Background: an optimization exercise with open tools, aiming at small area, a short achievable clock period and few clock cycles per item. Do not read the settings as production practice. RTL that was checked went through simulation tests only; none was proved equivalent to the original.

main:
==> flow/design.v (excerpt) <==
module irrigation_pump_controller (
  input  logic                           clk,
  input  logic                           rst,
  input  logic                           s_axis_tvalid,
  output logic                           s_axis_tready,
  input  logic [ipc_pkg::IN_DATA_W-1:0]  s_axis_tdata,
  input  logic                           s_axis_tuser,
  output logic                           m_axis_tvalid,
  input  logic                           m_axis_tready,
  output logic [ipc_pkg::OUT_DATA_W-1:0] m_axis_tdata,
  input  logic                           cfg_valid,
  output logic                           cfg_ready,
  input  logic [ipc_pkg::CFG_IDX_W-1:0]  cfg_index,
  input  logic [ipc_pkg::CFG_DATA_W-1:0] cfg_data
);
export LEC_CHECK = 0
export CAP_MARGIN = 20
export CORE_MARGIN = 2
export CORE_UTILIZATION = 40
export SETUP_SLACK_MARGIN = 4.0
export SLEW_MARGIN = 20
create_clock -name core_clock -period 7.5 [get_ports {clk}]
run.sh (not shown) runs the stock make flow with config.mk's settings and CLKGATE_MAP_FILE= SYNTH_SCRIPT=/design/flow/synth_recipe.tcl, a recipe that flattens the netlist after the stock synthesis.
diff inputs: main => the feature branch
-- flow/config.mk --
<<< main, line 6
export NUM_CORES = 4
export LEC_CHECK = 0
export CAP_MARGIN = 20
export CORE_MARGIN = 2
>>> the feature branch, line 6
export NUM_CORES = 4
export LEC_CHECK = 0
export ABC_CLOCK_PERIOD_IN_PS = 3500
export CAP_MARGIN = 20
export CORE_MARGIN = 2
Results
- Clock-cell share of area across main and the feature branch: no real change.
- Comparing main against the feature branch, there is no change at all in number of flip-flops and latches in the synthesized netlist.
- Any difference in count of cells along the worst register-to-register path between main and the feature branch is small enough to ignore.
- The feature branch vs. main: minimum period implied by the final worst setup slack roughly the same, global routing usage on met1 ~0 delta, area occupied by multi-input gates comparable.
- The arrival time at the worst endpoint on main is in line with that on the feature branch.
- Comparing the feature branch against main, there is no change at all in number of cells on the critical path.
- Diff main..the feature branch | share of cell area taken by flip-flops and latches | negligible
- Via count: main vs the feature branch identical
- Reported for main and the feature branch, routed wire length turned out identical to the last digit.
No functional check of the RTL was part of any run of this note.

========
Setup of ember:
Another version of the RTL of irrigation_pump_controller (not shown whole).
Size: ~92 I/O pins.
clock: 7.5 ns
lec_check: 0
cap_margin: 20
core_margin: 2
core_utilization: 40
setup_slack_margin: 4.0
slew_margin: 20
standard.sh (not shown) runs the stock make flow with config.mk's settings and CLKGATE_MAP_FILE= SYNTH_SCRIPT=/design/flow/synth_recipe.tcl, a recipe that flattens the netlist after the stock synthesis.
==> flow/flow/run.sh <==
#!/bin/bash
# Own layout flow: the standard synthesis and layout, with two layout choices changed:
# the port buffers are the smallest buffer (every port still gets one), and clock tree
# synthesis inserts no dummy loads. Each tool's output goes to a log of its own.
set -euo pipefail
bash standard.sh synth > synth.log 2>&1
export BUFFER_PORTS_ARGS="-buffer_cell sky130_fd_sc_hd__buf_1"
export CTS_ARGS="-sink_clustering_enable -repair_clock_nets -dont_use_dummy_load"
bash standard.sh > layout.log 2>&1
ember completed end to end with timing, DRC and antenna clean.
Relative to ember, the following input files were edited for harbor:
--- a/flow/flow/run.sh
+++ b/flow/flow/run.sh
@@ -6,4 +6,4 @@
 bash standard.sh synth > synth.log 2>&1
 export BUFFER_PORTS_ARGS="-buffer_cell sky130_fd_sc_hd__buf_1"
-export CTS_ARGS="-sink_clustering_enable -repair_clock_nets -dont_use_dummy_load"
+export CTS_ARGS="-sink_clustering_enable -repair_clock_nets -dont_use_dummy_load -root_buf sky130_fd_sc_hd__clkbuf_16 -buf_list sky130_fd_sc_hd__clkbuf_8"
 bash standard.sh > layout.log 2>&1
==> summary.txt <==
Max critical path data required time across harbor and ember: harbor. For the routed wire length on met2, harbor came in 160 um higher than ember did. ember → harbor: final non-filler cell total held steady; global-route usage was more or less identical. harbor has wire length below what ember had. [harbor] minimum period implied by the final worst setup slack rose 0.016 ns relative to ember. Comparing the two runs side by side, harbor comes out ahead of ember on internal power.
Function was not checked in any run of this note: the RTL went through the layout flow alone.

========
## job 101
irrigation_pump_controller, a different RTL version from the one above (not shown whole).
Size: about 180 flip-flops, ~11000 um^2 of cells after synthesis.
export LEC_CHECK = 0
export CAP_MARGIN = 20
export CORE_MARGIN = 2
export CORE_UTILIZATION = 40
export SETUP_SLACK_MARGIN = 4.2
export SLEW_MARGIN = 20
create_clock -name core_clock -period 7.5 [get_ports {clk}]
==> flow/flow/run.sh <==
#!/bin/bash
# Own layout flow: the standard synthesis and layout, with two layout choices changed:
# the port buffers are the smallest buffer (every port still gets one), and clock tree
# synthesis inserts no dummy loads. Each tool's output goes to a log of its own.
set -euo pipefail
bash standard.sh synth > synth.log 2>&1
export BUFFER_PORTS_ARGS="-buffer_cell sky130_fd_sc_hd__buf_1"
export CTS_ARGS="-sink_clustering_enable -repair_clock_nets -dont_use_dummy_load -root_buf sky130_fd_sc_hd__clkbuf_16 -buf_list sky130_fd_sc_hd__clkbuf_8"
bash standard.sh > layout.log 2>&1
Job 101 ran to completion and came out clean on the timing, design-rule and antenna checks.
Testbench counts of job 101, summed over its fixed seeds: cycles 20,364, items 20,000.
The inputs of job 102 differ from those of job 101 as listed below.
- swapping 4.2 for 3.9 in SETUP_SLACK_MARGIN
--- outcome ---
Taking job 101 as the reference, in job 102 fmax now sits lower, number of detailed-routing iterations run before antenna repair shows an increase of 2, number of fill cells in the layout went up by 89.
Relative to job 102, the following input files were edited for job 103:
- changing SETUP_SLACK_MARGIN from 3.9 to 4.0
Going from job 102 to job 103, arrival time of data at the critical path endpoint decreased by 0.10 ns relative to the old numbers, setup TNS after final layout closely matched the old numbers. The post-CTS setup-driven buffer insertion count of job 103 is lower than that of job 102. In job 103 the final worst slack turned out 0.098 ns higher than in job 102. The first-iteration DRC count in job 102 is 0.922 times that in job 103. From job 102 to job 103 the numbers moved as follows: design area rose by 0.78%, aggregate routed wire length rose by 1.9%, largest driver fanout on the critical path fell by 1.

-- what the ideal ports hide --
In the flow no input, the clock included, has a driving cell. The finished layouts below were timed again as built, in two steps. Step 1 (the two cells are an assumption about what drives the block):
set clk [get_ports {clk}]
set_driving_cell -lib_cell sky130_fd_sc_hd__clkbuf_16 $clk
set_driving_cell -lib_cell sky130_fd_sc_hd__buf_2 [delete_from_list [all_inputs] $clk]
Step 2 moves the port delays by t, midway between the first and last clock arrival at a register: inputs arrive t later, outputs are due t later. That takes back most of the time a late clock gives input paths. a / b / c = no drivers / after step 1 / after step 2; a / b = the first two.
run | t (ns) | setup slack, ns | worst setup path after step 2 | worst slew at a driven data input, ns | cell pins on the clock port's net
main | 0.479 | 3.692 / 3.692 / 3.446 | input to register | 0.05 | 1
the feature branch | 0.479 | 3.692 / 3.692 / 3.446 | input to register | 0.05 | 1
ember | 0.474 | 4.018 / 3.995 / 3.568 | input to register | 0.08 | 1
harbor | 0.429 | 4.001 / 4.002 / 3.585 | input to register | 0.07 | 1
job 101 | 0.427 | 4.116 / 4.076 / 3.836 | input to register | 0.07 | 1
job 102 | 0.429 | 3.961 / 3.938 / 3.705 | input to register | 0.07 | 1
job 103 | 0.429 | 4.059 / 4.030 / 3.780 | input to register | 0.06 | 1
After both steps setup and hold are still met in every run listed. The setup slack of ember, which loses most, moves by -0.023 ns with the drivers and by -0.450 ns with both steps.
